This is an optimization exercise on Yosys and OpenROAD, whose aim is small area, not a production implementation. RTL that was checked went through simulation tests only; none was proved equivalent to the original. No functional check of the RTL was part of runs 2 to 6. Power and IR drop assume default switching activity.

--- design.v ---
package du_pkg;
    localparam int NB_PC        = 32;
    localparam int NB_REG       = 32;
    localparam int NB_REG_ADDR  = 5;
    localparam int NB_UART_DATA = 8;
    typedef enum logic [7:0] {
        CMD_DUMP = 8'h44
    } du_cmd_e;
    typedef struct packed {
        logic                   en;
        logic [NB_REG_ADDR-1:0] addr;
        logic [NB_REG-1:0]      data;
    } rf_wr_t;
    typedef struct packed {
        logic                    start;
        logic [NB_UART_DATA-1:0] data;
    } tx_req_t;
endpackage
import du_pkg::*;
module uart_rx #(
    parameter int CLKS_PER_BIT = 16
) (
    input  logic                            clk,
    input  logic                            i_rst,
    input  logic                            i_rx,
    output logic                            o_byte_valid,
    output logic [du_pkg::NB_UART_DATA-1:0] o_byte
);
    localparam int CNT_W = $clog2(CLKS_PER_BIT);
    localparam logic [CNT_W-1:0] HALF_BIT = CNT_W'(CLKS_PER_BIT / 2 - 1);
    localparam logic [CNT_W-1:0] FULL_BIT = CNT_W'(CLKS_PER_BIT - 1);
    typedef enum logic [1:0] {
        IDLE,
        START,
        DATA,
        STOP
    } state_e;
    state_e                  state;
    logic [CNT_W-1:0]        clk_cnt;
    logic [2:0]              bit_idx;
    logic [NB_UART_DATA-1:0] shift_reg;
    always_ff @(posedge clk) begin
        if (i_rst) begin
            state        <= IDLE;
            clk_cnt      <= '0;
            bit_idx      <= '0;
            o_byte_valid <= 1'b0;
        end else begin
            o_byte_valid <= 1'b0;
            clk_cnt      <= clk_cnt + 1'b1;
            case (state)
                IDLE: begin
                    clk_cnt <= '0;
                    if (!i_rx) begin
                        state <= START;
                    end
                end
                START: begin
                    if (clk_cnt == HALF_BIT) begin
                        clk_cnt <= '0;
                        bit_idx <= '0;
                        state   <= i_rx ? IDLE : DATA;
                    end
                end
                DATA: begin
                    if (clk_cnt == FULL_BIT) begin
                        clk_cnt <= '0;
                        bit_idx <= bit_idx + 1'b1;
                        if (bit_idx == 3'd7) begin
                            state <= STOP;
                        end
                    end
                end
                STOP: begin
                    if (clk_cnt == FULL_BIT) begin
                        o_byte_valid <= i_rx;
                        state        <= IDLE;
                    end
                end
                default: state <= IDLE;
            endcase
        end
    end
    always_ff @(posedge clk) begin
        if (state == DATA && clk_cnt == FULL_BIT) begin
            shift_reg <= {i_rx, shift_reg[NB_UART_DATA-1:1]};
        end
    end
    assign o_byte = shift_reg;
endmodule
import du_pkg::*;
module du_cmd_decoder (
    input  logic            clk,
    input  logic            i_rst,
    input  logic            i_byte_valid,
    input  du_pkg::du_cmd_e i_byte,
    input  logic            i_busy,
    output logic            o_dump_start
);
    logic dump_hit;
    logic start_guard;
    assign start_guard = o_dump_start;
    assign dump_hit    = i_byte_valid && (i_byte == CMD_DUMP);
    always_ff @(posedge clk) begin
        if (i_rst) begin
            o_dump_start <= 1'b0;
        end else begin
            o_dump_start <= dump_hit && !i_busy && !start_guard;
        end
    end
endmodule
import du_pkg::*;
module cpu_regfile (
    input  logic                           clk,
    input  logic                           i_rst,
    input  du_pkg::rf_wr_t                 i_wr,
    output logic [du_pkg::NB_REG_ADDR-1:0] o_tap_idx,
    output logic [du_pkg::NB_REG-1:0]      o_tap,
    output logic [du_pkg::NB_REG-1:0]      o_pend_data
);
    localparam int N_POS = 31;
    logic [NB_REG-1:0]      ring [N_POS];
    logic [4:0]             ph;
    logic [4:0]             ph_next;
    logic [5:0]             sum;
    logic [4:0]             tgt;
    logic                   wr_ok;
    logic [N_POS-1:0]       sel_q;
    logic [NB_REG-1:0]      bus_q;
    logic [NB_REG-1:0]      bus_n_q;
    always_ff @(posedge clk) begin
        if (i_rst) begin
            ph <= '0;
        end else begin
            ph <= ph_next;
        end
    end
    assign ph_next = (ph == 5'd30) ? 5'd0 : ph + 5'd1;
    assign sum     = {1'b0, i_wr.addr} + {1'b0, ph_next};
    assign tgt   = (sum >= 6'd31) ? 5'(sum + 6'd1) : sum[4:0];
    assign wr_ok = i_wr.en && (i_wr.addr != '0);
    always_ff @(posedge clk) begin
        for (int p = 0; p < N_POS; p++) begin
            sel_q[p] <= i_rst || (wr_ok && (tgt == 5'(p)));
        end
        bus_q   <= i_rst ? '0 : i_wr.data;
        bus_n_q <= i_rst ? '1 : ~i_wr.data;
    end
    always_ff @(posedge clk) begin
        ring[0] <= sel_q[0] ? bus_q : ring[N_POS-1];
        for (int p = 1; p < N_POS; p++) begin
            if (p % 2 == 1) begin
                ring[p] <= ~(sel_q[p] ? bus_q : ring[p-1]);
            end else begin
                ring[p] <= ~(sel_q[p] ? bus_n_q : ring[p-1]);
            end
        end
    end
    assign o_tap       = ring[N_POS-1];
    assign o_tap_idx   = ~ph;
    assign o_pend_data = bus_q;
endmodule
import du_pkg::*;
module du_regfile_tx #(
    parameter int NB_PC = du_pkg::NB_PC
) (
    input  logic                           clk,
    input  logic                           i_rst,
    input  logic                           i_start,
    input  logic [NB_PC-1:0]               i_pc,
    input  logic [du_pkg::NB_REG_ADDR-1:0] i_tap_idx,
    input  logic [du_pkg::NB_REG-1:0]      i_tap,
    input  logic [du_pkg::NB_REG-1:0]      i_pend_data,
    input  du_pkg::rf_wr_t                 i_wr,
    input  logic                           i_tx_done,
    output du_pkg::tx_req_t                o_tx_req,
    output logic                           o_busy,
    output logic                           o_done
);
    localparam int NB_COUNTER     = 3;
    localparam int BYTES_PER_WORD = NB_REG / NB_UART_DATA;
    localparam logic [NB_COUNTER-1:0] LAST_COUNT = NB_COUNTER'(BYTES_PER_WORD);
    typedef enum logic [1:0] {
        IDLE,
        SEND_PC,
        READ_REG,
        SEND_REG
    } state_e;
    state_e                 state;
    state_e                 state_next;
    logic [NB_REG-1:0]      data_reg;
    logic [NB_REG_ADDR-1:0] addr_reg;
    logic [NB_REG_ADDR-1:0] addr_next;
    logic [NB_COUNTER-1:0]  count_reg;
    logic [NB_COUNTER-1:0]  count_next;
    logic [NB_REG-1:0]      word;
    always_ff @(posedge clk) begin
        if (i_rst) begin
            state     <= IDLE;
            addr_reg  <= '0;
            count_reg <= '0;
        end else begin
            state     <= state_next;
            addr_reg  <= addr_next;
            count_reg <= count_next;
        end
    end
    logic track;
    logic pend_hit;
    assign track = ((state == SEND_PC || state == SEND_REG) && (count_reg == LAST_COUNT)) ||
                   (state == READ_REG);
    always_ff @(posedge clk) begin
        pend_hit <= i_wr.en && (i_wr.addr == addr_reg);
    end
    always_ff @(posedge clk) begin
        if (track && pend_hit) begin
            data_reg <= i_pend_data;
        end else if (track && (i_tap_idx == addr_reg)) begin
            data_reg <= i_tap;
        end
    end
    assign word = (state == SEND_PC) ? NB_REG'(i_pc) :
                  (addr_reg == 5'd1) ? '0 : data_reg;
    always_comb begin
        state_next = state;
        addr_next  = addr_reg;
        count_next = count_reg;
        o_tx_req   = '0;
        o_done     = 1'b0;
        case (state)
            IDLE: begin
                if (i_start) begin
                    state_next = SEND_PC;
                end
            end
            SEND_PC, SEND_REG: begin
                if (count_reg == LAST_COUNT) begin
                    if (i_tx_done) begin
                        count_next = '0;
                        if (state == SEND_REG && addr_reg == '0) begin
                            state_next = IDLE;
                            o_done     = 1'b1;
                        end else begin
                            state_next = READ_REG;
                        end
                    end
                end else if (count_reg == '0 || i_tx_done) begin
                    o_tx_req.start = 1'b1;
                    o_tx_req.data  = word[count_reg * NB_UART_DATA +: NB_UART_DATA];
                    count_next     = count_reg + 1'b1;
                end
            end
            READ_REG: begin
                addr_next  = addr_reg + 1'b1;
                state_next = SEND_REG;
            end
            default: state_next = IDLE;
        endcase
    end
    assign o_busy = (state != IDLE) && !o_done;
endmodule
import du_pkg::*;
module uart_tx #(
    parameter int CLKS_PER_BIT = 16
) (
    input  logic            clk,
    input  logic            i_rst,
    input  du_pkg::tx_req_t i_req,
    output logic            o_tx,
    output logic            o_tx_done
);
    localparam int CNT_W = $clog2(CLKS_PER_BIT);
    localparam logic [CNT_W-1:0] FULL_BIT = CNT_W'(CLKS_PER_BIT - 1);
    localparam logic [CNT_W-1:0] STOP_END = CNT_W'(CLKS_PER_BIT - 2);
    typedef enum logic [1:0] {
        IDLE,
        START,
        DATA,
        STOP
    } state_e;
    state_e                  state;
    logic [CNT_W-1:0]        clk_cnt;
    logic [2:0]              bit_idx;
    logic [NB_UART_DATA-1:0] shift_reg;
    always_ff @(posedge clk) begin
        if (i_rst) begin
            state     <= IDLE;
            clk_cnt   <= '0;
            bit_idx   <= '0;
            o_tx      <= 1'b1;
            o_tx_done <= 1'b0;
        end else begin
            o_tx_done <= 1'b0;
            clk_cnt   <= clk_cnt + 1'b1;
            case (state)
                IDLE: begin
                    clk_cnt <= '0;
                    if (i_req.start) begin
                        o_tx  <= 1'b0;
                        state <= START;
                    end
                end
                START: begin
                    if (clk_cnt == FULL_BIT) begin
                        clk_cnt <= '0;
                        bit_idx <= '0;
                        o_tx    <= shift_reg[0];
                        state   <= DATA;
                    end
                end
                DATA: begin
                    if (clk_cnt == FULL_BIT) begin
                        clk_cnt <= '0;
                        bit_idx <= bit_idx + 1'b1;
                        if (bit_idx == 3'd7) begin
                            o_tx  <= 1'b1;
                            state <= STOP;
                        end else begin
                            o_tx <= shift_reg[1];
                        end
                    end
                end
                STOP: begin
                    if (clk_cnt == STOP_END) begin
                        o_tx_done <= 1'b1;
                        state     <= IDLE;
                    end
                end
                default: state <= IDLE;
            endcase
        end
    end
    always_ff @(posedge clk) begin
        if (state == IDLE && i_req.start) begin
            shift_reg <= i_req.data;
        end else if (state == DATA && clk_cnt == FULL_BIT) begin
            shift_reg <= shift_reg >> 1;
        end
    end
endmodule
import du_pkg::*;
module du_dump_top #(
    parameter int CLKS_PER_BIT = 16
) (
    input  logic                     clk,
    input  logic                     i_rst,
    input  logic                     i_rx,
    output logic                     o_tx,
    input  logic [du_pkg::NB_PC-1:0] i_pc,
    input  logic                     i_rf_wr_en,
    input  logic [du_pkg::NB_REG_ADDR-1:0] i_rf_wr_addr,
    input  logic [du_pkg::NB_REG-1:0]      i_rf_wr_data,
    output logic                     o_busy,
    output logic                     o_dump_done
);
    logic                    rx_valid;
    logic [NB_UART_DATA-1:0] rx_byte;
    logic                    dump_start;
    logic [NB_REG_ADDR-1:0]  rf_tap_idx;
    logic [NB_REG-1:0]       rf_tap;
    logic [NB_REG-1:0]       rf_pend_data;
    du_pkg::tx_req_t                 tx_req;
    du_pkg::rf_wr_t                  rf_wr;
    logic                    tx_done;
    assign rf_wr = {i_rf_wr_en, i_rf_wr_addr, i_rf_wr_data};
    uart_rx #(
        .CLKS_PER_BIT (CLKS_PER_BIT)
    ) i_uart_rx (
        .clk          (clk),
        .i_rst        (i_rst),
        .i_rx         (i_rx),
        .o_byte_valid (rx_valid),
        .o_byte       (rx_byte)
    );
    du_cmd_decoder i_du_cmd_decoder (
        .clk          (clk),
        .i_rst        (i_rst),
        .i_byte_valid (rx_valid),
        .i_byte       (du_pkg::du_cmd_e'(rx_byte)),
        .i_busy       (o_busy),
        .o_dump_start (dump_start)
    );
    cpu_regfile i_cpu_regfile (
        .clk     (clk),
        .i_rst   (i_rst),
        .i_wr    (rf_wr),
        .o_tap_idx (rf_tap_idx),
        .o_tap     (rf_tap),
        .o_pend_data (rf_pend_data)
    );
    du_regfile_tx #(
        .NB_PC (NB_PC)
    ) i_du_regfile_tx (
        .clk             (clk),
        .i_rst           (i_rst),
        .i_start         (dump_start),
        .i_pc            (i_pc),
        .i_tap_idx       (rf_tap_idx),
        .i_tap           (rf_tap),
        .i_pend_data     (rf_pend_data),
        .i_wr            (rf_wr),
        .i_tx_done       (tx_done),
        .o_tx_req        (tx_req),
        .o_busy          (o_busy),
        .o_done          (o_dump_done)
    );
    uart_tx #(
        .CLKS_PER_BIT (CLKS_PER_BIT)
    ) i_uart_tx (
        .clk       (clk),
        .i_rst     (i_rst),
        .i_req     (tx_req),
        .o_tx      (o_tx),
        .o_tx_done (tx_done)
    );
endmodule
--- run.sh ---
#!/bin/bash
# synth_recipe.tcl (not shown) runs the flow's synth.tcl, then flattens the netlist and writes it again
# the make line also repeats each setting of config.mk as NAME=value (left out here)
make -C /OpenROAD-flow-scripts/flow DESIGN_CONFIG=/design/flow/config.mk WORK_HOME=/design/flow/orfs CLKGATE_MAP_FILE= SYNTH_SCRIPT=/design/flow/synth_recipe.tcl finish
--- config.mk ---
export PLATFORM = sky130hd
export DESIGN_NAME = du_dump_top
export DESIGN_NICKNAME = du_dump_top
export VERILOG_FILES = /design/flow/design.v
export SDC_FILE = /design/flow/constraint.sdc
export NUM_CORES = 4
export LEC_CHECK = 0
export CAP_MARGIN = 20
export CORE_MARGIN = 2
export CORE_UTILIZATION = 40
export PLACE_DENSITY = 0.6
export SLEW_MARGIN = 20
--- constraint.sdc ---
create_clock -name core_clock -period 6.0 [get_ports {clk}]
set_input_delay 1.2000 -clock core_clock [delete_from_list [all_inputs] [get_ports {clk}]]
set_output_delay 1.2000 -clock core_clock [all_outputs]
set_load 0.01 [all_outputs]
==> reports/qor.csv, run 1 <==
metric;value;unit
post-route-util;46.2;%
cts_hold_buffers;0;
endpoint;o_busy;
ys_ff_latch;1173;
antenna_found_initial;1;
root_buffer;clkbuf_16;
crit_family;flip-flops;
place_congestion;0.817;
grt_max_degree;53;
r2r_end;i_cpu_regfile.sel_q[13];
io_buffer_count;75;
maxSlewViolCount;0;
drtIter0Drc;1420;
antenna_cells;0;
antenna_left;0;
crit_arrival;3.54;ns
cp_slowest_cell;dfxtp_1;
fp.dieW;313;um
drcViolationCount;0;
cts_tree;yes;
power_density;405;nW/um2
hold_path_class;flip-flop to flip-flop;
status;timing/DRC/antenna clean;
grt_first_pass_wirelength;144000;um
path_clk_slew;0.06;ns
cts_setup_buffers;0;
synth_cell_types;61;
switching_share;23.7;%
via_count;21100;
clk_latency;0.68;ns
path_max_fanout;18;
final_common_cell;dfxtp_1;
reg2reg_slack;1.70;ns
area_growth_syn_to_layout;14.5;%
ys_warn_count;6;
fp.dieArea;98300;um2
r2r_cells;15;
top_register;i_cpu_regfile.ring;
yosysSeqAreaShare;62.6;%
cp-startpoint;i_du_regfile_tx.count_reg[0];
async_reset_ff_share;0;%
synthFlopType;dfxtp_1;
crit_cells;7;
post-route-period-util;78.9;%
place_inst;4005;
largest_register_ffs;992;
core-area;95000;um2
htreeDepth;3;
seq_power_share;51.1;%
setup_tns;0;ns
path_cells;inv_1 > ha_1 > and3_1 > and2_1 > and4_1 > nor2_1 > clkdlybuf4s50_1;
worstSetupPathType;flip-flop to output port;
combPwrFrac;8.3;%
r2r_start;i_cpu_regfile.ph[0];
initial_utilization;40.3;%
required;4.80;ns
cell_internal_pwr;13.6;mW
fmax;211;MHz
skew;0.0341;ns
rows;113;
final_cells;4217;
hpwl;50500;um
synth_edf_count;48;
hold_violations;0;
drt_pass1_iterations;8;
finalSetupViolCount;0;
drive_gt1_share;12.2;%
synthCells;2880;
slowest_delay;0.93;ns
syn_avg_cell_area;13.3;um2
vdd_drop_max;0.000266;V
clock-sinks;1173;
place_ws;1.20;ns
cts_made_buffers;114;
fin_ws;1.26;ns
end_kind;output port;
maxSlewHeadroom;31.9;%
power_frac_clock;40.6;%
wire_per_inst;22.8;um
layout_common_cells;dfxtp_1 (1,094), mux2i_1 (970), clkbuf_16 (118);
max_cap_viol_count;0;
startpoint_type;flip-flop;
leakage;19.5;nW
grt_overflow_total;0;
synth_area;38300;um2
grt_setup_unrepaired;false;
grt_pass1_vias;22100;
drt_wl_total;96100;um
num_io_pins;76;
p_switching;4.21;mW
path_buf_inv;2;
grt_usage;19.4;%
die_h;313;um
finalCriticalPeriod;4.74;ns
clk_path_buf_depth;3;
worst_pin_slew;1.02;ns
final_nets;2959;
ctsResizeCount;0;
vias_per_cell;5.00;
hp-start;i_cpu_regfile.ring[27][17];
## cells in the mapped netlist, types with 3 or more instances
library cell	n	area, um2
a211oi_1	5	37.5
a21o_1	14	105
a21oi_1	18	90.1
a311o_1	4	40.0
a31o_2	4	35.0
a31oi_1	5	31.3
and3_1	3	18.8
buf_1	94	353
clkbuf_1	153	574
dfxtp_1	1125	22500
edfxtp_1	48	1440
ha_1	29	363
inv_1	51	191
mux2_2	68	766
mux2i_1	970	9710
mux4_2	16	360
nand2_1	35	131
nand2b_1	4	25.0
nand3_1	23	115
nand4_1	7	43.8
nor2_1	36	135
nor2b_1	38	238
nor3_1	22	110
nor4_1	5	31.3
o21a_1	3	22.5
o21ai_0	17	85.1
o21bai_1	12	90.1
o21bai_2	3	33.8
o22a_1	3	26.3
o22ai_1	5	31.3
xnor2_1	9	78.8
xor2_1	13	114
## metrics by stage
step | instance area, um2 | hold WS [ns] | power (mW)
detailed placement | 40000 | 0.392 | 10.7
global placement | 40000 | 0.388 | 10.6
global route | 43900 | 0.397 | 18.4
finish | 43900 | 0.379 | 17.8
floorplan | 38300 | 0.387 | 10.1
CTS | 43900 | 0.385 | 17.9
## worst min path at each step
stage | end | cells after the start
floorplan | i_cpu_regfile.ring[10][0] | 1
global placement | i_cpu_regfile.ring[25][31] | 1
detailed placement | i_cpu_regfile.ring[10][23] | 1
CTS | i_cpu_regfile.ring[27][6] | 1
global route | i_cpu_regfile.ring[2][16] | 1
finish | i_cpu_regfile.ring[28][17] | 1
## final cells by class
| class | instances | area, um2 |
|---|---|---|
| fillers | 8324 | 51100 |
| repair buffers | 110 | 1010 |
| well taps | 1265 | 1580 |
| inverters | 52 | 195 |
| clock buffers | 164 | 3410 |
| clock inverters | 48 | 453 |
| flip-flops and latches | 1173 | 24000 |
| multi-input cells | 1405 | 13200 |
## worst register-to-register path, cell delays in order, from the launching register on
cell and delay, ns:
dfxtp_1 0.45, inv_1 0.08, ha_1 0.21, and4_1 0.26, nor2_1 0.15, ha_1 0.24
inv_1 0.07, fa_1 0.54, inv_1 0.14, ha_1 0.29, nand2_1 0.08, a2111oi_0 0.57
or2_1 0.39, a21oi_1 0.15, a311o_1 0.43, o21bai_1 0.16
## power by group through the flow
stage / sequential (mW) / clock [mW] / combinational (mW)
final: 9.08 / 7.22 / 1.47
after global routing: 9.16 / 7.67 / 1.57
after CTS: 9.08 / 7.36 / 1.48
after detailed placement: 9.24 / 0 / 1.47
after global placement: 9.23 / 0 / 1.41
after floorplan: 9.00 / 0 / 1.14
## metal layers
layer	track usage, %	part of all wire, %	vias to the layer above
met2	33.1	48	454
met4	5.89	2.5	0
met3	2.61	3.8	179
met5	0	0	-
met1	25.6	46	10600
li1	-	-	9888
## cells by family after synthesis
logic type / synth area share [%]
adders and majority gates: 1.00
buffers and inverters: 2.98
DFF: 62.6
muxes: 28.3
xor gates and xnor gates: 0.588
AOI/OAI and AO/OA: 2.15
and+or+nand+nor: 2.44
==> run 2: changes to the inputs <==
--- a/design.v
+++ b/design.v
@@ -144,7 +144,6 @@
             sel_q[p] <= i_rst || (wr_ok && (tgt == 5'(p)));
         end
         bus_q   <= i_rst ? '0 : i_wr.data;
-        bus_n_q <= i_rst ? '1 : ~i_wr.data;
     end
     always_ff @(posedge clk) begin
         ring[0] <= sel_q[0] ? bus_q : ring[N_POS-1];
@@ -152,7 +151,7 @@
             if (p % 2 == 1) begin
                 ring[p] <= ~(sel_q[p] ? bus_q : ring[p-1]);
             end else begin
-                ring[p] <= ~(sel_q[p] ? bus_n_q : ring[p-1]);
+                ring[p] <= ~(sel_q[p] ? ~bus_q : ring[p-1]);
             end
         end
     end
--- a/config.mk
+++ b/config.mk
@@ -8,5 +8,7 @@
 export CAP_MARGIN = 20
 export CORE_MARGIN = 2
 export CORE_UTILIZATION = 40
+export CTS_BUF_LIST = sky130_fd_sc_hd__clkbuf_8
+export CTS_CLUSTER_SIZE = 30
 export PLACE_DENSITY = 0.6
 export SLEW_MARGIN = 20
==> reports/qor.csv, run 2 <==
metric;value;unit;change
synth_top_area_cell;dfxtp_1;;
r2r_start;i_cpu_regfile.ph[0];;
post-route-util;46.0;%;-0.15 points
fp.dieW;311;um;-0.90%
antenna_left;0;;unchanged
syn_avg_cell_area;13.1;um2;-1.6%
area_growth_syn_to_layout;14.0;%;
drive_gt1_share;12.8;%;+0.63 points
clk_latency;0.84;ns;+0.16 ns
synth.most_common_cell;dfxtp_1;;
synth_area_leaders;dfxtp_1 (58%), mux2i_1 (26%), edfxtp_1 (3.8%);;
synthFlopType;dfxtp_1;;
worst_pin_slew;0.977;ns;-0.0447 ns
path_clk_slew;0.06;ns;about the same
r2r_cells;12;;-3
grt_first_pass_wirelength;141000;um;-2.1%
antenna_found_initial;3;;+2
async_reset_ff_share;0;%;unchanged
endpoint;o_busy;;
grt_usage;19.1;%;-0.31 points
nFillCells;8227;;-1.2%
yosysTopAreaCellShare;58.2;%;-0.62 points
ys_ff_latch;1141;;-2.7%
clk_path_buf_depth;3;;unchanged
required;4.80;ns;about the same
synth_cell_types;72;;+18%
crit_arrival;3.51;ns;-0.03 ns
hold_path_class;flip-flop to flip-flop;;
wire_per_inst;21.5;um;-5.7%
fin_hold_ws;0.378;ns;-0.000611 ns
final_nets;3008;;+1.7%
grt_max_degree;77;;+45%
largest_register_ffs;992;;unchanged
yosysSeqAreaShare;62.0;%;-0.55 points
leakage;19.4;nW;-0.58%
end_kind;output port;;
ys_warn_count;6;;unchanged
reg2reg_slack;2.09;ns;+0.39 ns
cts_setup_buffers;0;;unchanged
maxSlewHeadroom;34.9;%;+3.0 points
fmax;212;MHz;+0.56%
rows;112;;-0.88%
place_congestion;0.803;;-1.7%
cp-startpoint;i_du_regfile_tx.count_reg[0];;
num_io_pins;76;;unchanged
vias_per_cell;4.95;;-1.1%
drcViolationCount;0;;unchanged
final_common_cell;dfxtp_1;;
power_density;392;nW/um2;-3.2%
synth_area;37600;um2;-1.8%
startpoint_type;flip-flop;;
grt_overflow_total;0;;unchanged
hold_violations;0;;unchanged
grt_pass1_vias;22300;;+1.0%
synth_edf_count;48;;unchanged
drt_wl_total;92400;um;-3.9%
root_buffer;clkbuf_8;;
io_buffer_count;75;;unchanged
finalSetupViolCount;0;;unchanged
drtIter0Drc;1127;;-21%
cts_tree;yes;;
via_count;21300;;+0.76%
clock-sinks;1141;;-2.7%
path_cells;inv_1 > ha_1 > and3_1 > and2_1 > and4_1 > nor2_1 > clkdlybuf4s50_1;;
vdd_drop_max;0.000210;V;-21%
hpwl;48700;um;-3.6%
htreeDepth;4;;+1
layout_common_cells;dfxtp_1 (1,062), mux2i_1 (969), clkbuf_8 (217);;
worstSetupPathType;flip-flop to output port;;
initial_utilization;40.4;%;+0.044 points
ctsResizeCount;0;;unchanged
status;timing/DRC/antenna clean;;
drt_pass1_iterations;5;;-3
die_h;311;um;-0.90%
skew;0.0435;ns;+0.00934 ns
r2r_end;i_cpu_regfile.sel_q[24];;
cts_made_buffers;173;;+52%
synthTopCellsByCount;dfxtp_1 (1,093), mux2i_1 (969), clkbuf_1 (162), buf_1 (85), nand2_1 (67);;
finalCriticalPeriod;4.71;ns;-0.0263 ns
hp-start;i_cpu_regfile.ring[13][2];;
max_cap_viol_count;0;;unchanged
slowest_delay;0.80;ns;-0.13 ns
post-route-period-util;78.5;%;-0.44 points
core-area;93200;um2;-1.9%
fp.dieArea;96500;um2;-1.8%
cts_hold_buffers;0;;unchanged
synthCells;2874;;-0.21%
maxSlewViolCount;0;;unchanged
cp_slowest_cell;dfxtp_1;;
grt_setup_unrepaired;false;;
setup_tns;0;ns;unchanged
path_max_fanout;18;;unchanged
run 2: cell count changes in the layout (fill, tap and decap cells not counted), moves of 15 or more:
cell,delta
clkbuf_8,+189
clkbuf_1,-18
clkinv_2,-15
inv_1,+62
clkbuf_16,-118
nand2_1,+32
mux2_2,-36
o21ai_0,+31
dfxtp_1,-32
run 2: logic make-up after synthesis:
family / count (synthesis) / synth area share (%)
compound gates: 140 / 2.59
flops: 1141 / 62.0
buf+inv: 306 / 3.10
simple gates: 214 / 2.85
xor+xnor: 25 / 0.662
fa+ha+maj: 30 / 1.02
mux: 1018 / 27.8
run 2: layer usage:
| layer | part of all wire, % | track usage [%] | up-vias |
|---|---|---|---|
| met5 | 0 | 0 | - |
| met1 | 46 | 24.7 | 10700 |
| li1 | - | - | 9991 |
| met2 | 48 | 32.2 | 456 |
| met3 | 3.6 | 3.56 | 142 |
| met4 | 2.0 | 5.86 | 0 |
run 2: stage by stage:
stage / instances / total power, mW / instance area (um2) / setup slack, ns
CTS: 4295 / 17.0 / 42900 / 1.20
global placement: 3984 / 10.4 / 39300 / 1.69
finish: 4298 / 16.8 / 42900 / 1.29
global route: 4296 / 17.5 / 42900 / 1.11
floorplan: 2874 / 9.93 / 37600 / 2.59
detailed placement: 3984 / 10.5 / 39300 / 1.56
run 2: final cells by class:
type / instances / area (um2) / area share [%]
Inverter: 53 / 199 / 0.464
Timing Repair Buffer: 109 / 1000 / 2.34
Tap cell: 1254 / 1570 / 3.66
Clock buffer: 217 / 2990 / 6.96
Multi-Input combinational cell: 1427 / 13100 / 30.6
Antenna cell: 3 / 7.51 / 0.0175
Clock inverter: 94 / 618 / 1.44
Sequential cell: 1141 / 23400 / 54.5
run 2: critical path, delay by kind of cell (launching register included):
kind,cells,cell delay (ns)
buffers and inverters,2,0.73
flip-flops,1,0.80
AND/OR/NAND/NOR,4,0.84
adder cells (fa/ha/maj),1,0.30
run 2: worst min path at each step:
stage                                            to  slack (ns)  depth (start not counted)
after CTS                 i_cpu_regfile.ring[4][19]        0.37                          1
after global routing      i_cpu_regfile.ring[4][19]        0.38                          1
final                     i_cpu_regfile.ring[14][2]        0.38                          1
after floorplan           i_cpu_regfile.ring[10][0]        0.39                          1
after detailed placement  i_cpu_regfile.ring[7][15]        0.39                          1
after global placement    i_cpu_regfile.ring[15][4]        0.39                          1
run 2: power by group:
part | switching (mW) | leakage, nW | internal (mW)
registers | 0.337 | 9.55 | 8.46
clock network | 3.02 | 2.09 | 3.47
logic | 0.853 | 7.76 | 0.675
==> run 3: changes to the inputs <==
--- a/config.mk
+++ b/config.mk
@@ -7,8 +7,8 @@
 export LEC_CHECK = 0
 export CAP_MARGIN = 20
 export CORE_MARGIN = 2
-export CORE_UTILIZATION = 40
-export CTS_BUF_LIST = sky130_fd_sc_hd__clkbuf_8
-export CTS_CLUSTER_SIZE = 30
-export PLACE_DENSITY = 0.6
+export CORE_UTILIZATION = 60
+export CTS_BUF_LIST = sky130_fd_sc_hd__clkbuf_4
+export CTS_CLUSTER_SIZE = 20
+export PLACE_DENSITY = 0.7
 export SLEW_MARGIN = 20
==> reports/qor.csv, run 3 <==
metric;value;unit;change
leakage;19.3;nW;-0.31%
yosysSeqAreaShare;62.0;%;unchanged
final_cells;4036;;-6.1%
final_nets;3129;;+4.0%
maxSlewViolCount;0;;unchanged
hold_path_class;flip-flop to flip-flop;;
nFillCells;4594;;-44%
seq_area;23400;um2;unchanged
power_frac_clock;37.1;%;-1.5 points
fin_ws;0.986;ns;-0.305 ns
synth_edf_count;48;;unchanged
place_congestion;0.866;;+7.9%
max_cap_viol_count;0;;unchanged
switching_share;24.8;%;-0.23 points
skew;0.0828;ns;+0.0393 ns
antenna_found_initial;2;;-1
p_switching;4.06;mW;-3.5%
startpoint_type;flip-flop;;
area_growth_syn_to_layout;11.9;%;
clk_latency;1.12;ns;+0.28 ns
ctsResizeCount;0;;unchanged
post-route-period-util;83.6;%;+5.1 points
drtIter0Drc;1148;;+1.9%
path_clk_slew;0.07;ns;about the same
grt_first_pass_wirelength;135000;um;-4.2%
rows;91;;-19%
drive_gt1_share;17.6;%;+4.8 points
initial_utilization;60.8;%;+20 points
cts_tree;yes;;
crit_arrival;3.81;ns;+0.30 ns
htreeDepth;5;;+1
cts_made_buffers;294;;+70%
cts_setup_buffers;0;;unchanged
required;4.80;ns;about the same
async_reset_ff_share;0;%;unchanged
grt_setup_unrepaired;false;;
combPwrFrac;8.9;%;-0.2 points
grt_usage;27.6;%;+8.5 points
fin_hold_ws;0.366;ns;-0.0122 ns
setup_tns;0;ns;unchanged
grt_overflow_total;0;;unchanged
hpwl;48000;um;-1.3%
die_h;254;um;-18%
finalCriticalPeriod;5.01;ns;+0.305 ns
via_count;21800;;+2.7%
drt_wl_total;87600;um;-5.2%
fp.dieArea;64700;um2;-33%
layout_common_cells;dfxtp_1 (1,062), mux2i_1 (969), clkbuf_4 (414);;
largest_register_ffs;992;;unchanged
worstSetupPathType;flip-flop to output port;;
power_density;389;nW/um2;-0.83%
worst_pin_slew;1.13;ns;+0.156 ns
maxSlewHeadroom;24.5;%;-10 points
place_inst;3567;;-10%
cell_internal_pwr;12.3;mW;-2.3%
end_kind;output port;;
seq_power_share;54.0;%;+1.7 points
yosysTopAreaCellShare;58.2;%;unchanged
status;timing/DRC/antenna clean;;
drcViolationCount;0;;unchanged
grt_pass1_vias;22900;;+2.5%
synth_area_leaders;dfxtp_1 (58%), mux2i_1 (26%), edfxtp_1 (3.8%);;
clk_path_buf_depth;4;;+1
path_cells;inv_1 > ha_1 > and3_1 > and2_1 > and4_1 > nor2_1 > clkdlybuf4s50_1;;
synthTopCellsByCount;dfxtp_1 (1,093), mux2i_1 (969), clkbuf_1 (162), buf_1 (85), nand2_1 (67);;
drt_pass1_iterations;5;;unchanged
synth_area;37600;um2;unchanged
finalSetupViolCount;0;;unchanged
antenna_left;0;;unchanged
place_ws;1.58;ns;+0.0141 ns
synthCells;2874;;unchanged
syn_avg_cell_area;13.1;um2;unchanged
fp.dieW;254;um;-18%
path_max_fanout;18;;unchanged
cp_slowest_cell;dfxtp_1;;
core-area;61800;um2;-34%
slowest_delay;0.83;ns;+0.03 ns
synth_top_area_cell;dfxtp_1;;
synth_cell_types;72;;unchanged
num_io_pins;76;;unchanged
fmax;199;MHz;-6.1%
clock-sinks;1141;;unchanged
synth.most_common_cell;dfxtp_1;;
vias_per_cell;5.41;;+9.4%
wire_per_inst;21.7;um;+0.99%
synthFlopType;dfxtp_1;;
cts_hold_buffers;0;;unchanged
ys_warn_count;6;;unchanged
hold_violations;0;;unchanged
multi_input_area;13100;um2;unchanged
ys_ff_latch;1141;;unchanged
final_common_cell;dfxtp_1;;
grt_max_degree;61;;-21%
io_buffer_count;75;;unchanged
vdd_drop_max;0.000264;V;+26%
root_buffer;clkbuf_4;;
[run 3: cell counts after synthesis]
Identical to the previous run, type by type.
[run 3: critical path, delay by kind of cell, from the launching register on]
| family | cells | cell delay, ns |
|---|---|---|
| buffers and inverters | 2 | 0.74 |
| and+or+nand+nor | 4 | 0.84 |
| DFF | 1 | 0.83 |
| adders and majority gates | 1 | 0.30 |
[run 3: power by group through the flow]
stage / registers (mW) / logic [mW] / clock network [mW]
finish: 8.83 / 1.46 / 6.07
global route: 8.90 / 1.57 / 6.62
CTS: 8.83 / 1.46 / 6.22
detailed placement: 8.99 / 1.45 / 0
global placement: 8.98 / 1.40 / 0
floorplan: 8.76 / 1.16 / 0
[run 3: cells by family after synthesis]
logic type / count (synthesis) / share of synthesized area (%)
DFF: 1141 / 62.0
and+or+nand+nor: 214 / 2.85
AOI/OAI and AO/OA: 140 / 2.59
xor gates and xnor gates: 25 / 0.662
buffers and inverters: 306 / 3.10
muxes: 1018 / 27.8
adders and majority gates: 30 / 1.02
[run 3: area by class of cell]
class	instances	area share, %
flip-flops and latches	1141	55.5
multi-input cells	1427	31.2
clock buffers	414	7.38
well taps	837	2.49
repair buffers	109	2.43
clock inverters	49	0.499
inverters	53	0.473
diodes	6	0.0357
[run 3: path summary, 6_finish.rpt]
path                                 from                        to  slack [ns]  cells after the start
max reg2reg           i_cpu_regfile.ph[0]   i_cpu_regfile.sel_q[24]        2.18                     12
min              i_cpu_regfile.ring[4][2]  i_cpu_regfile.ring[5][2]        0.37                      1
max          i_du_regfile_tx.count_reg[0]                    o_busy        0.99                      7
min reg2reg      i_cpu_regfile.ring[4][2]  i_cpu_regfile.ring[5][2]        0.37                      1
[run 3: per-layer routing]
metal / global-route usage (%) / vias to the layer above / part of all wire (%) / routed length [um]
met5: 0 / - / 0 / 0
met4: 12.4 / 0 / 2.8 / 2440
met3: 5.35 / 158 / 4.1 / 3610
met2: 45.4 / 514 / 48 / 42000
met1: 35.4 / 10800 / 45 / 39500
li1: - / 10400 / - / -
[run 3: metrics by stage]
| step | total power, mW | util [%] | cell area (um2) |
|---|---|---|---|
| 6_report | 16.4 | 68.1 | 42100 |
| 5_1_grt | 17.1 | 68.1 | 42100 |
| 4_1_cts | 16.5 | 68.1 | 42100 |
| 3_5_place_dp | 10.4 | 62.7 | 38800 |
| 3_3_place_gp | 10.4 | 62.7 | 38700 |
| 2_1_floorplan | 9.93 | - | 37600 |
==> run 4: changes to the inputs <==
--- a/design.v
+++ b/design.v
@@ -126,8 +126,8 @@
     logic [4:0]             tgt;
     logic                   wr_ok;
     logic [N_POS-1:0]       sel_q;
+    logic [N_POS-1:0]       sel_n_q;
     logic [NB_REG-1:0]      bus_q;
-    logic [NB_REG-1:0]      bus_n_q;
     always_ff @(posedge clk) begin
         if (i_rst) begin
             ph <= '0;
@@ -141,17 +141,18 @@
     assign wr_ok = i_wr.en && (i_wr.addr != '0);
     always_ff @(posedge clk) begin
         for (int p = 0; p < N_POS; p++) begin
-            sel_q[p] <= i_rst || (wr_ok && (tgt == 5'(p)));
+            sel_q[p]   <= i_rst || (wr_ok && (tgt == 5'(p)));
+            sel_n_q[p] <= !(i_rst || (wr_ok && (tgt == 5'(p))));
         end
         bus_q   <= i_rst ? '0 : i_wr.data;
     end
     always_ff @(posedge clk) begin
-        ring[0] <= sel_q[0] ? bus_q : ring[N_POS-1];
+        ring[0] <= (ring[N_POS-1] | {NB_REG{sel_q[0]}}) & (bus_q | {NB_REG{sel_n_q[0]}});
         for (int p = 1; p < N_POS; p++) begin
             if (p % 2 == 1) begin
-                ring[p] <= ~(sel_q[p] ? bus_q : ring[p-1]);
+                ring[p] <= ~((ring[p-1] | {NB_REG{sel_q[p]}}) & (bus_q | {NB_REG{sel_n_q[p]}}));
             end else begin
-                ring[p] <= ~(sel_q[p] ? ~bus_q : ring[p-1]);
+                ring[p] <= ~((ring[p-1] | {NB_REG{sel_q[p]}}) & (~bus_q | {NB_REG{sel_n_q[p]}}));
             end
         end
     end
--- a/config.mk
+++ b/config.mk
@@ -8,7 +8,8 @@
 export CAP_MARGIN = 20
 export CORE_MARGIN = 2
 export CORE_UTILIZATION = 60
-export CTS_BUF_LIST = sky130_fd_sc_hd__clkbuf_4
+export CTS_BUF_LIST = sky130_fd_sc_hd__clkbuf_16
+export CTS_CLUSTER_DIAMETER = 45
 export CTS_CLUSTER_SIZE = 20
 export PLACE_DENSITY = 0.7
 export SLEW_MARGIN = 20
==> reports/qor.csv, run 4 <==
metric;value;unit;change
antenna_cells;0;;-6
synth-simple-area-share;3.13;%;+0.28 points
setup_tns;0;ns;unchanged
async_reset_ff_share;0;%;unchanged
path_max_fanout;18;;unchanged
end_kind;output port;;
fin_area;39400;um2;-6.4%
synth_edf_count;48;;unchanged
die_h;246;um;-3.5%
grt_pass1_vias;24200;;+6.0%
yosysTopAreaCellShare;64.3;%;+6.1 points
hold_depth;1;;unchanged
rows;88;;-3.3%
placed_area;35900;um2;-7.3%
synth_top_family_by_area;compound AO/OA/AOI/OAI gates;;
fp.dieArea;60300;um2;-6.8%
grt_overflow_total;0;;unchanged
startpoint_type;flip-flop;;
antenna_left;0;;unchanged
synth-compound-area-share;21.2;%;+19 points
final_common_cell;dfxtp_1;;
cts_hold_buffers;0;;unchanged
maxSlewHeadroom;29.7;%;+5.2 points
synth-xor-area-share;0.704;%;+0.042 points
synth_area_leaders;dfxtp_1 (64%), o22ai_1 (17%), edfxtp_1 (4.1%);;
wire_per_inst;26.1;um;+20%
post-route-util;68.3;%;+0.24 points
clk_path_buf_depth;3;;-1
hold_violations;0;;unchanged
initial_utilization;60.7;%;-0.17 points
clock-sinks;1172;;+2.7%
crit_arrival;3.17;ns;-0.64 ns
cts_setup_buffers;0;;unchanged
worst_pin_slew;1.05;ns;-0.0782 ns
drt_wl_total;98000;um;+12%
place_congestion;0.833;;-3.9%
maxSlewViolCount;0;;unchanged
core-area;57700;um2;-6.7%
grt_usage;32.2;%;+4.6 points
grt_max_degree;67;;+9.8%
power_density;446;nW/um2;+15%
muxShareOfSynthArea;1.34;%;-26 points
yosysSeqAreaShare;68.4;%;+6.4 points
cts_tree;yes;;
finalCriticalPeriod;4.37;ns;-0.641 ns
area_growth_syn_to_layout;12.6;%;
post-route-period-util;72.9;%;-11 points
ys_warn_count;6;;unchanged
synthAdderAreaFrac;1.09;%;+0.076 points
grt_setup_unrepaired;false;;
required;4.80;ns;about the same
final_nets;3017;;-3.6%
path_clk_slew;0.07;ns;about the same
r2r_cells;14;;+2
worstSetupPathType;flip-flop to output port;;
layout_common_cells;dfxtp_1 (1,098), o22ai_1 (961), clkbuf_16 (99);;
synthTopCellsByCount;dfxtp_1 (1,124), o22ai_1 (961), clkbuf_1 (309), nand2_1 (61), o21ai_0 (52);;
drcViolationCount;0;;unchanged
status;timing/DRC/antenna clean;;
max_cap_viol_count;0;;unchanged
synth_top_area_cell;dfxtp_1;;
clk_latency;0.67;ns;-0.45 ns
drive_gt1_share;9.91;%;-7.7 points
num_io_pins;76;;unchanged
ctsResizeCount;0;;unchanged
fmax;229;MHz;+15%
vias_per_cell;6.63;;+23%
synthCells;3007;;+4.6%
largest_register_ffs;992;;unchanged
ys_ff_latch;1172;;+2.7%
leakage;15.1;nW;-22%
synth_area;35000;um2;-6.9%
drt_pass1_iterations;5;;unchanged
fin_hold_ws;0.406;ns;+0.0403 ns
io_buffer_count;75;;unchanged
hold_path_class;flip-flop to flip-flop;;
syn_avg_cell_area;11.6;um2;-11%
synthFlopType;dfxtp_1;;
cts_made_buffers;98;;-67%
root_buffer;clkbuf_16;;
via_count;24900;;+14%
hpwl;55900;um;+16%
synth_cell_types;66;;-8.3%
skew;0.0326;ns;-0.0501 ns
nFillCells;4139;;-9.9%
fin_ws;1.63;ns;+0.641 ns
place_ws;1.35;ns;-0.231 ns
finalSetupViolCount;0;;unchanged
vdd_drop_max;0.000336;V;+27%
drtIter0Drc;2528;;+120%
grt_first_pass_wirelength;149000;um;+10%
synth.most_common_cell;dfxtp_1;;
antenna_found_initial;4;;+2
htreeDepth;3;;-2
fp.dieW;246;um;-3.5%
## run 4: cell types whose count changed after synthesis, sizes merged, moves of 6 or more
cell and delta:
and2 -6, o21bai -19, mux2i -959, mux2 -32
nand3 -6, dfxtp +31, a21o +17, a21oi +28
clkbuf +147, buf -78, o22ai +958, o22a +31
## run 4: layout make-up
type	instances	area (um2)	area share, %
Clock inverter	83	1020	2.60
Inverter	52	195	0.495
Timing Repair Buffer	129	1150	2.93
Multi-Input combinational cell	1461	9640	24.5
Clock buffer	99	2480	6.28
Sequential cell	1172	24000	60.8
Tap cell	765	957	2.43
## run 4: cells by family (layout without fill, tap and decap cells)
| family | Yosys count | in the layout |
|---|---|---|
| flip-flops | 1172 | 1172 |
| AO/OA/AOI/OAI | 1162 | 1162 |
| buffers and inverters | 374 | 363 |
| AND/OR/NAND/NOR | 216 | 216 |
| adder cells (fa/ha/maj) | 30 | 30 |
| multiplexers | 27 | 27 |
| XOR/XNOR | 26 | 26 |
## run 4: per-layer routing
layer	up-vias	track usage, %	share of wire (%)
li1	11100	-	-
met3	186	6.41	9.6
met5	-	0	0
met1	12300	47.0	44
met4	0	10.1	2.3
met2	1346	48.4	44
## run 4: final timing paths
check | from | end | slack (ns)
max reg2reg | i_cpu_regfile.ph[0] | i_cpu_regfile.sel_n_q[6] | 1.95
min reg2reg | i_cpu_regfile.ring[27][2] | i_cpu_regfile.ring[28][2] | 0.41
max | i_du_regfile_tx.count_reg[0] | o_busy | 1.63
min | i_cpu_regfile.ring[27][2] | i_cpu_regfile.ring[28][2] | 0.41
## run 4: worst max-delay path, cell delays in order, from the launching register on
cell,delay (ns)
dfxtp_1,0.82
inv_1,0.19
ha_1,0.28
and3_1,0.24
nand2_1,0.13
nor2_1,0.09
nor2_1,0.19
clkdlybuf4s50_1,0.57
## run 4: power breakdown
part	internal, mW	total, mW	switching, mW
combinational	0.606	1.48	0.879
sequential	8.78	9.37	0.581
clock	3.58	6.75	3.17
total	13.0	17.6	4.63
## run 4: per-stage QoR
stage | power, mW | std cells
2_1_floorplan | 10.3 | 3007
3_3_place_gp | 10.9 | 3579
3_5_place_dp | 10.9 | 3579
4_1_cts | 17.6 | 3761
5_1_grt | 18.2 | 3761
6_report | 17.6 | 3761
==> run 5: changes to the inputs <==
--- a/config.mk
+++ b/config.mk
@@ -9,7 +9,7 @@
 export CORE_MARGIN = 2
 export CORE_UTILIZATION = 60
 export CTS_BUF_LIST = sky130_fd_sc_hd__clkbuf_16
-export CTS_CLUSTER_DIAMETER = 45
-export CTS_CLUSTER_SIZE = 20
+export CTS_CLUSTER_DIAMETER = 60
+export CTS_CLUSTER_SIZE = 30
 export PLACE_DENSITY = 0.7
 export SLEW_MARGIN = 20
==> reports/qor.csv, run 5 <==
metric;value;unit;change
hpwl;55900;um;unchanged
drt_wl_total;96400;um;-1.6%
required;4.80;ns;about the same
met3_length;9280;um;-1.8%
clock-sinks;1172;;unchanged
synth_cell_types;66;;unchanged
drtIter0Drc;2431;;-3.8%
fp.dieW;246;um;unchanged
layout_common_cells;dfxtp_1 (1,098), o22ai_1 (961), clkdlybuf4s50_1 (74);;
fin_area;37800;um2;-4.2%
antenna_found_initial;5;;+1
nFillCells;4351;;+5.1%
vdd_drop_max;0.000372;V;+11%
status;timing/DRC/antenna clean;;
post-route-period-util;72.3;%;-0.58 points
synth_top_area_cell;dfxtp_1;;
path_max_fanout;18;;unchanged
max_cap_viol_count;0;;unchanged
wl_met1;43100;um;-0.66%
drcViolationCount;0;;unchanged
syn_avg_cell_area;11.6;um2;unchanged
path_clk_slew;0.11;ns;+0.04 ns
leakage;14.3;nW;-5.3%
io_buffer_count;75;;unchanged
finalSetupViolCount;0;;unchanged
power_density;407;nW/um2;-8.8%
largest_register_ffs;992;;unchanged
clk_latency;0.66;ns;about the same
routed.top_layer;met5;;
crit_arrival;3.14;ns;-0.03 ns
multi_input_area;9640;um2;unchanged
drt_pass1_iterations;5;;unchanged
vias_per_cell;6.67;;+0.58%
maxSlewHeadroom;29.2;%;-0.47 points
synthTopCellsByCount;dfxtp_1 (1,124), o22ai_1 (961), clkbuf_1 (309), nand2_1 (61), o21ai_0 (52);;
root_buffer;clkbuf_16;;
hold_violations;0;;unchanged
hold_path_class;flip-flop to flip-flop;;
worstSetupPathType;flip-flop to output port;;
rows;88;;unchanged
ctsResizeCount;0;;unchanged
skew;0.0372;ns;+0.00459 ns
synthFlopType;dfxtp_1;;
final_nets;2972;;-1.5%
num_io_pins;76;;unchanged
yosysSeqAreaShare;68.4;%;unchanged
placed_area;35900;um2;unchanged
worst_pin_slew;1.06;ns;+0.00568 ns
synthCells;3007;;unchanged
grt_first_pass_wirelength;146000;um;-1.6%
cts_made_buffers;53;;-46%
finalCriticalPeriod;4.34;ns;-0.0347 ns
drive_gt1_share;7.13;%;-2.8 points
core-area;57700;um2;unchanged
synth_area_leaders;dfxtp_1 (64%), o22ai_1 (17%), edfxtp_1 (4.1%);;
wire_per_inst;26.3;um;+0.85%
cts_hold_buffers;0;;unchanged
maxSlewViolCount;0;;unchanged
final_common_cell;dfxtp_1;;
via_count;24500;;-1.9%
setup_tns;0;ns;unchanged
htreeDepth;2;;-1
synth_area;35000;um2;unchanged
startpoint_type;flip-flop;;
cts_tree;yes;;
grt_pass1_vias;23400;;-3.2%
fin_ws;1.66;ns;+0.0347 ns
ys_ff_latch;1172;;unchanged
place_ws;1.35;ns;unchanged
antenna_left;0;;unchanged
cts_setup_buffers;0;;unchanged
place_congestion;0.833;;unchanged
wl_met2;41800;um;-2.6%
die_h;246;um;unchanged
synth_edf_count;48;;unchanged
synth.most_common_cell;dfxtp_1;;
grt_max_degree;67;;unchanged
end_kind;output port;;
clk_path_buf_depth;3;;unchanged
reg2reg_slack;2.00;ns;+0.05 ns
grt_setup_unrepaired;false;;
async_reset_ff_share;0;%;unchanged
yosysTopAreaCellShare;64.3;%;unchanged
initial_utilization;60.7;%;unchanged
area_growth_syn_to_layout;7.95;%;
ys_warn_count;6;;unchanged
seq_area;24000;um2;unchanged
grt_overflow_total;0;;unchanged
fp.dieArea;60300;um2;unchanged
grt_usage;31.7;%;-0.57 points
fmax;231;MHz;+0.80%
antenna_cells;0;;unchanged
fin_hold_ws;0.398;ns;-0.00856 ns
[run 5: cell families (layout without fill, tap and decap cells)]
| logic type | count (synthesis) | count (layout) | synth area share [%] |
|---|---|---|---|
| fa+ha+maj | 30 | 30 | 1.09 |
| compound gates | 1162 | 1162 | 21.2 |
| flops | 1172 | 1172 | 68.4 |
| mux | 27 | 27 | 1.34 |
| simple gates | 216 | 216 | 3.14 |
| xor+xnor | 26 | 26 | 0.704 |
| buf+inv | 374 | 270 | 4.09 |
[run 5: routing by layer]
layer / GRT usage (%) / vias to the layer above
met5: 0 / -
met4: 8.70 / 2
met3: 5.90 / 156
met2: 47.3 / 1306
met1: 47.1 / 12100
li1: - / 10900
[run 5: stage by stage]
| stage | instances | utilization, % | power [mW] |
|---|---|---|---|
| floorplan | 3007 | - | 10.3 |
| global placement | 3579 | 62.3 | 10.9 |
| detailed placement | 3579 | 62.3 | 10.9 |
| CTS | 3668 | 65.5 | 15.3 |
| global route | 3668 | 65.5 | 15.9 |
| finish | 3668 | 65.5 | 15.4 |
[run 5: cell type report]
type                       instances  share of cell area [%]
clock buffer                      54                    3.58
inverter                          52                   0.517
multi-input combinational       1461                    25.5
timing repair buffer             129                    3.05
clock inverter                    35                    1.34
sequential                      1172                    63.5
tap                              765                    2.53
[run 5: path summary, 6_finish.rpt]
check	end	start	depth (start not counted)
max	o_busy	i_du_regfile_tx.count_reg[0]	7
min	i_cpu_regfile.ring[28][2]	i_cpu_regfile.ring[27][2]	1
max reg2reg	i_cpu_regfile.sel_n_q[14]	i_cpu_regfile.ph[0]	14
min reg2reg	i_cpu_regfile.ring[28][2]	i_cpu_regfile.ring[27][2]	1
[run 5: worst max-delay path, stage by stage (launching register included)]
cell	delay, ns
dfxtp_1	0.82
inv_1	0.18
ha_1	0.28
and3_1	0.24
nand2_1	0.13
nor2_1	0.09
nor2_1	0.19
clkdlybuf4s50_1	0.57
[run 5: report_power, final]
part / switching (mW) / total (mW) / internal (mW)
Clock: 2.57 / 4.54 / 1.97
Sequential: 0.578 / 9.36 / 8.78
Combinational: 0.872 / 1.48 / 0.606
==> run 6: changes to the inputs <==
--- a/design.v
+++ b/design.v
@@ -114,51 +114,23 @@
     input  logic                           clk,
     input  logic                           i_rst,
     input  du_pkg::rf_wr_t                 i_wr,
-    output logic [du_pkg::NB_REG_ADDR-1:0] o_tap_idx,
-    output logic [du_pkg::NB_REG-1:0]      o_tap,
-    output logic [du_pkg::NB_REG-1:0]      o_pend_data
+    input  logic [du_pkg::NB_REG_ADDR-1:0] i_raddr,
+    output logic [du_pkg::NB_REG-1:0]      o_rdata
 );
-    localparam int N_POS = 31;
-    logic [NB_REG-1:0]      ring [N_POS];
-    logic [4:0]             ph;
-    logic [4:0]             ph_next;
-    logic [5:0]             sum;
-    logic [4:0]             tgt;
-    logic                   wr_ok;
-    logic [N_POS-1:0]       sel_q;
-    logic [N_POS-1:0]       sel_n_q;
-    logic [NB_REG-1:0]      bus_q;
-    always_ff @(posedge clk) begin
-        if (i_rst) begin
-            ph <= '0;
-        end else begin
-            ph <= ph_next;
-        end
-    end
-    assign ph_next = (ph == 5'd30) ? 5'd0 : ph + 5'd1;
-    assign sum     = {1'b0, i_wr.addr} + {1'b0, ph_next};
-    assign tgt   = (sum >= 6'd31) ? 5'(sum + 6'd1) : sum[4:0];
+    localparam int N_REGS = 2 ** NB_REG_ADDR;
+    logic [NB_REG-1:0] regs [N_REGS];
+    logic              wr_ok;
     assign wr_ok = i_wr.en && (i_wr.addr != '0);
     always_ff @(posedge clk) begin
-        for (int p = 0; p < N_POS; p++) begin
-            sel_q[p]   <= i_rst || (wr_ok && (tgt == 5'(p)));
-            sel_n_q[p] <= !(i_rst || (wr_ok && (tgt == 5'(p))));
-        end
-        bus_q   <= i_rst ? '0 : i_wr.data;
-    end
-    always_ff @(posedge clk) begin
-        ring[0] <= (ring[N_POS-1] | {NB_REG{sel_q[0]}}) & (bus_q | {NB_REG{sel_n_q[0]}});
-        for (int p = 1; p < N_POS; p++) begin
-            if (p % 2 == 1) begin
-                ring[p] <= ~((ring[p-1] | {NB_REG{sel_q[p]}}) & (bus_q | {NB_REG{sel_n_q[p]}}));
-            end else begin
-                ring[p] <= ~((ring[p-1] | {NB_REG{sel_q[p]}}) & (~bus_q | {NB_REG{sel_n_q[p]}}));
+        if (i_rst) begin
+            for (int i = 0; i < N_REGS; i++) begin
+                regs[i] <= '0;
             end
+        end else if (wr_ok) begin
+            regs[i_wr.addr] <= i_wr.data;
         end
     end
-    assign o_tap       = ring[N_POS-1];
-    assign o_tap_idx   = ~ph;
-    assign o_pend_data = bus_q;
+    assign o_rdata = regs[i_raddr];
 endmodule
 import du_pkg::*;
 module du_regfile_tx #(
@@ -168,11 +140,9 @@
     input  logic                           i_rst,
     input  logic                           i_start,
     input  logic [NB_PC-1:0]               i_pc,
-    input  logic [du_pkg::NB_REG_ADDR-1:0] i_tap_idx,
-    input  logic [du_pkg::NB_REG-1:0]      i_tap,
-    input  logic [du_pkg::NB_REG-1:0]      i_pend_data,
-    input  du_pkg::rf_wr_t                 i_wr,
+    input  logic [du_pkg::NB_REG-1:0]      i_regfile_data,
     input  logic                           i_tx_done,
+    output logic [du_pkg::NB_REG_ADDR-1:0] o_regfile_raddr,
     output du_pkg::tx_req_t                o_tx_req,
     output logic                           o_busy,
     output logic                           o_done
@@ -189,6 +159,7 @@
     state_e                 state;
     state_e                 state_next;
     logic [NB_REG-1:0]      data_reg;
+    logic [NB_REG-1:0]      data_next;
     logic [NB_REG_ADDR-1:0] addr_reg;
     logic [NB_REG_ADDR-1:0] addr_next;
     logic [NB_COUNTER-1:0]  count_reg;
@@ -205,24 +176,13 @@
             count_reg <= count_next;
         end
     end
-    logic track;
-    logic pend_hit;
-    assign track = ((state == SEND_PC || state == SEND_REG) && (count_reg == LAST_COUNT)) ||
-                   (state == READ_REG);
     always_ff @(posedge clk) begin
-        pend_hit <= i_wr.en && (i_wr.addr == addr_reg);
-    end
-    always_ff @(posedge clk) begin
-        if (track && pend_hit) begin
-            data_reg <= i_pend_data;
-        end else if (track && (i_tap_idx == addr_reg)) begin
-            data_reg <= i_tap;
-        end
+        data_reg <= data_next;
     end
-    assign word = (state == SEND_PC) ? NB_REG'(i_pc) :
-                  (addr_reg == 5'd1) ? '0 : data_reg;
+    assign word = (state == SEND_PC) ? NB_REG'(i_pc) : data_reg;
     always_comb begin
         state_next = state;
+        data_next  = data_reg;
         addr_next  = addr_reg;
         count_next = count_reg;
         o_tx_req   = '0;
@@ -251,12 +211,14 @@
                 end
             end
             READ_REG: begin
+                data_next  = i_regfile_data;
                 addr_next  = addr_reg + 1'b1;
                 state_next = SEND_REG;
             end
             default: state_next = IDLE;
         endcase
     end
+    assign o_regfile_raddr = addr_reg;
     assign o_busy = (state != IDLE) && !o_done;
 endmodule
 import du_pkg::*;
@@ -356,9 +318,8 @@
     logic                    rx_valid;
     logic [NB_UART_DATA-1:0] rx_byte;
     logic                    dump_start;
-    logic [NB_REG_ADDR-1:0]  rf_tap_idx;
-    logic [NB_REG-1:0]       rf_tap;
-    logic [NB_REG-1:0]       rf_pend_data;
+    logic [NB_REG_ADDR-1:0]  rf_raddr;
+    logic [NB_REG-1:0]       rf_rdata;
     du_pkg::tx_req_t                 tx_req;
     du_pkg::rf_wr_t                  rf_wr;
     logic                    tx_done;
@@ -384,9 +345,8 @@
         .clk     (clk),
         .i_rst   (i_rst),
         .i_wr    (rf_wr),
-        .o_tap_idx (rf_tap_idx),
-        .o_tap     (rf_tap),
-        .o_pend_data (rf_pend_data)
+        .i_raddr (rf_raddr),
+        .o_rdata (rf_rdata)
     );
     du_regfile_tx #(
         .NB_PC (NB_PC)
@@ -395,11 +355,9 @@
         .i_rst           (i_rst),
         .i_start         (dump_start),
         .i_pc            (i_pc),
-        .i_tap_idx       (rf_tap_idx),
-        .i_tap           (rf_tap),
-        .i_pend_data     (rf_pend_data),
-        .i_wr            (rf_wr),
+        .i_regfile_data  (rf_rdata),
         .i_tx_done       (tx_done),
+        .o_regfile_raddr (rf_raddr),
         .o_tx_req        (tx_req),
         .o_busy          (o_busy),
         .o_done          (o_dump_done)
==> config.mk (replaced) <==
export PLATFORM = sky130hd
export DESIGN_NAME = du_dump_top
export DESIGN_NICKNAME = du_dump_top
export VERILOG_FILES = /design/flow/design.v
export SDC_FILE = /design/flow/constraint.sdc
export NUM_CORES = 4
export LEC_CHECK = 0
export CAP_MARGIN = 20
export CORE_MARGIN = 2
export CORE_UTILIZATION = 40
export PLACE_DENSITY = 0.6
export SLEW_MARGIN = 20
==> reports/qor.csv, run 6 <==
metric;value;unit;change
fin_ws;1.57;ns;-0.0873 ns
final_cells;4959;;+35%
htreeDepth;3;;+1
setup_tns;0;ns;unchanged
post-route-period-util;73.8;%;+1.5 points
core-area;123000;um2;+110%
clock-sinks;1104;;-5.8%
layout_common_cells;edfxtp_1 (1,072), and2_1 (993), mux4_2 (195);;
synth_area_leaders;edfxtp_1 (65%), and2_1 (13%), mux4_2 (8.9%);;
max_cap_viol_count;0;;unchanged
maxSlewViolCount;0;;unchanged
final_common_cell;edfxtp_1;;
ys_ff_latch;1104;;-5.8%
synthFlopType;edfxtp_1;;
io_buffer_count;75;;unchanged
wire_per_inst;28.5;um;+8.2%
initial_utilization;40.2;%;-20 points
die_h;356;um;+45%
synth.most_common_cell;edfxtp_1;;
grt_overflow_total;0;;unchanged
area_growth_syn_to_layout;12.1;%;
path_clk_slew;0.06;ns;-0.05 ns
fp.dieW;356;um;+45%
drt_wl_total;141000;um;+46%
startpoint_type;flip-flop;;
root_buffer;clkbuf_16;;
multi_input_area;15700;um2;+63%
fp.dieArea;127000;um2;+110%
antenna_found_initial;16;;+11
leakage;18.6;nW;+30%
ctsResizeCount;0;;unchanged
vdd_drop_max;0.000265;V;-29%
fmax;226;MHz;-2.0%
grt_first_pass_wirelength;200000;um;+37%
synth_cell_types;54;;-18%
synthCells;3245;;+7.9%
drtIter0Drc;3470;;+43%
crit_arrival;3.23;ns;+0.09 ns
place_inst;4732;;+32%
status;timing/DRC/antenna clean;;
synth_top_area_cell;edfxtp_1;;
drt_pass1_iterations;8;;+3
async_reset_ff_share;0;%;unchanged
fin_area;55600;um2;+47%
via_count;27400;;+12%
num_io_pins;76;;unchanged
p_total;17.2;mW;+12%
worstSetupPathType;flip-flop to output port;;
grt_max_degree;123;;+84%
grt_setup_unrepaired;false;;
clk_latency;0.73;ns;+0.07 ns
required;4.80;ns;about the same
drcViolationCount;0;;unchanged
grt_pass1_vias;26600;;+14%
syn_avg_cell_area;15.3;um2;+31%
nFillCells;10700;;+150%
cts_hold_buffers;0;;unchanged
end_kind;output port;;
place_ws;1.61;ns;+0.266 ns
drive_gt1_share;16.2;%;+9.1 points
antenna_left;0;;unchanged
final_nets;3311;;+11%
cts_setup_buffers;0;;unchanged
placed_area;51700;um2;+44%
seq_area;32800;um2;+37%
synth_edf_count;1072;;+2100%
path_max_fanout;40;;+22
grt_usage;22.2;%;-9.4 points
power_density;309;nW/um2;-24%
vias_per_cell;5.52;;-17%
largest_register_ffs;1024;;+3.2%
hold_path_class;flip-flop to flip-flop;;
ys_warn_count;5;;-1
maxSlewHeadroom;15.8;%;-13 points
place_congestion;0.911;;+9.4%
finalCriticalPeriod;4.43;ns;+0.0873 ns
synth_area;49600;um2;+42%
worst_pin_slew;1.26;ns;+0.198 ns
yosysSeqAreaShare;66.2;%;-2.2 points
hpwl;86000;um;+54%
yosysTopAreaCellShare;64.9;%;+0.63 points
cts_made_buffers;117;;+120%
hold_violations;0;;unchanged
synthTopCellsByCount;edfxtp_1 (1,072), and2_1 (993), clkbuf_1 (251), mux4_2 (195), mux2i_1 (144);;
rows;129;;+47%
cts_tree;yes;;
clk_path_buf_depth;3;;unchanged
skew;0.0242;ns;-0.0131 ns
finalSetupViolCount;0;;unchanged
## run 6: cell types whose count changed after synthesis, sizes merged, moves of 49 or more
cell | previous run | this run
o22ai | 961 | 2
edfxtp | 48 | 1072
a22oi | 0 | 99
mux2i | 11 | 144
o21ai | 55 | 6
dfxtp | 1124 | 32
clkbuf | 309 | 251
o221ai | 0 | 63
mux4 | 16 | 202
and2 | 0 | 993
## run 6: critical path: stages, from the launching register on
cell and delay, ns:
dfxtp_4 0.78, inv_1 0.23, ha_1 0.25, nor4bb_1 0.14
and4_1 0.29, nor2_1 0.24, clkdlybuf4s50_1 0.58
## run 6: area by class of cell
| cell class | instances | area share (%) |
|---|---|---|
| diodes | 4 | 0.0180 |
| clock buffers | 137 | 5.50 |
| clock inverters | 83 | 1.48 |
| inverters | 13 | 0.0878 |
| multi-input cells | 1850 | 28.2 |
| flip-flops and latches | 1104 | 59.1 |
| well taps | 1637 | 3.69 |
| repair buffers | 131 | 1.90 |
## run 6: through the flow
| stage | util, % | hold slack (ns) |
|---|---|---|
| after floorplan | - | 0.410 |
| after global placement | 41.9 | 0.433 |
| after detailed placement | 41.9 | 0.430 |
| after CTS | 45.0 | 0.444 |
| after global routing | 45.1 | 0.457 |
| final | 45.1 | 0.438 |
## run 6: power breakdown
part	switching (mW)	internal, mW	total [mW]
Sequential	0.121	8.85	8.97
Combinational	0.593	0.252	0.845
Clock	3.12	4.24	7.37
Total	3.84	13.3	17.2
## run 6: layer usage
metal	part of all wire, %	vias to the layer above	global-route usage, %
li1	-	12000	-
met1	44	14100	33.3
met2	43	1143	32.1
met3	9.1	190	5.00
met4	3.2	8	7.05
met5	0.033	-	0
## run 6: cell families after synthesis
group,after synthesis,synth area share (%)
other,1,0.00756
DFF,1104,66.2
AOI/OAI and AO/OA,269,3.88
adders and majority gates,21,0.530
xor gates and xnor gates,7,0.124
muxes,350,12.2
and+or+nand+nor,1171,14.4
buffers and inverters,322,2.62
## run 6: final timing paths
path,from,endpoint,slack [ns],depth (start not counted)
max,i_du_regfile_tx.addr_reg[1],o_busy,1.57,6
min,i_uart_rx.o_byte_valid,i_du_cmd_decoder.o_dump_start,0.44,2
max reg2reg,i_du_regfile_tx.addr_reg[0],i_du_regfile_tx.data_reg[9],2.51,4
min reg2reg,i_uart_rx.o_byte_valid,i_du_cmd_decoder.o_dump_start,0.44,2

==> afterwards: timing with drivers on the ports <==
The flow's constraints put no driver on any port. The routed layouts listed below were extracted and timed again, unchanged, in two steps.
Step 1, drivers: a clkbuf_16 drives clk and a buf_2 each remaining input, both assumed.
Step 2 moves the port delays by t, midway between the first and last clock arrival at a register: inputs arrive t later, outputs are due t later. That takes back most of the time a late clock gives input paths.
Slacks: ideal ports / drivers / drivers and shift; pairs: ideal ports / drivers.
| run | t (ns) | setup slack, ns | worst data-port slew with drivers (ns) |
|---|---|---|---|
| run 1 | 0.723 | 1.265 / 1.200 / 1.114 | 0.05 |
| run 2 | 0.885 | 1.291 / 1.228 / 1.470 | 0.12 |
| run 3 | 1.143 | 0.986 / 0.924 / 1.512 | 0.07 |
| run 4 | 0.724 | 1.627 / 1.559 / 1.246 | 0.07 |
| run 5 | 0.715 | 1.662 / 1.594 / 1.305 | 0.06 |
| run 6 | 0.790 | 1.575 / 1.497 / 1.459 | 0.20 |
After both steps every run listed still meets setup and hold. The setup slack of run 4, which loses most, moves by -0.068 ns with the drivers and by -0.381 ns with both steps.
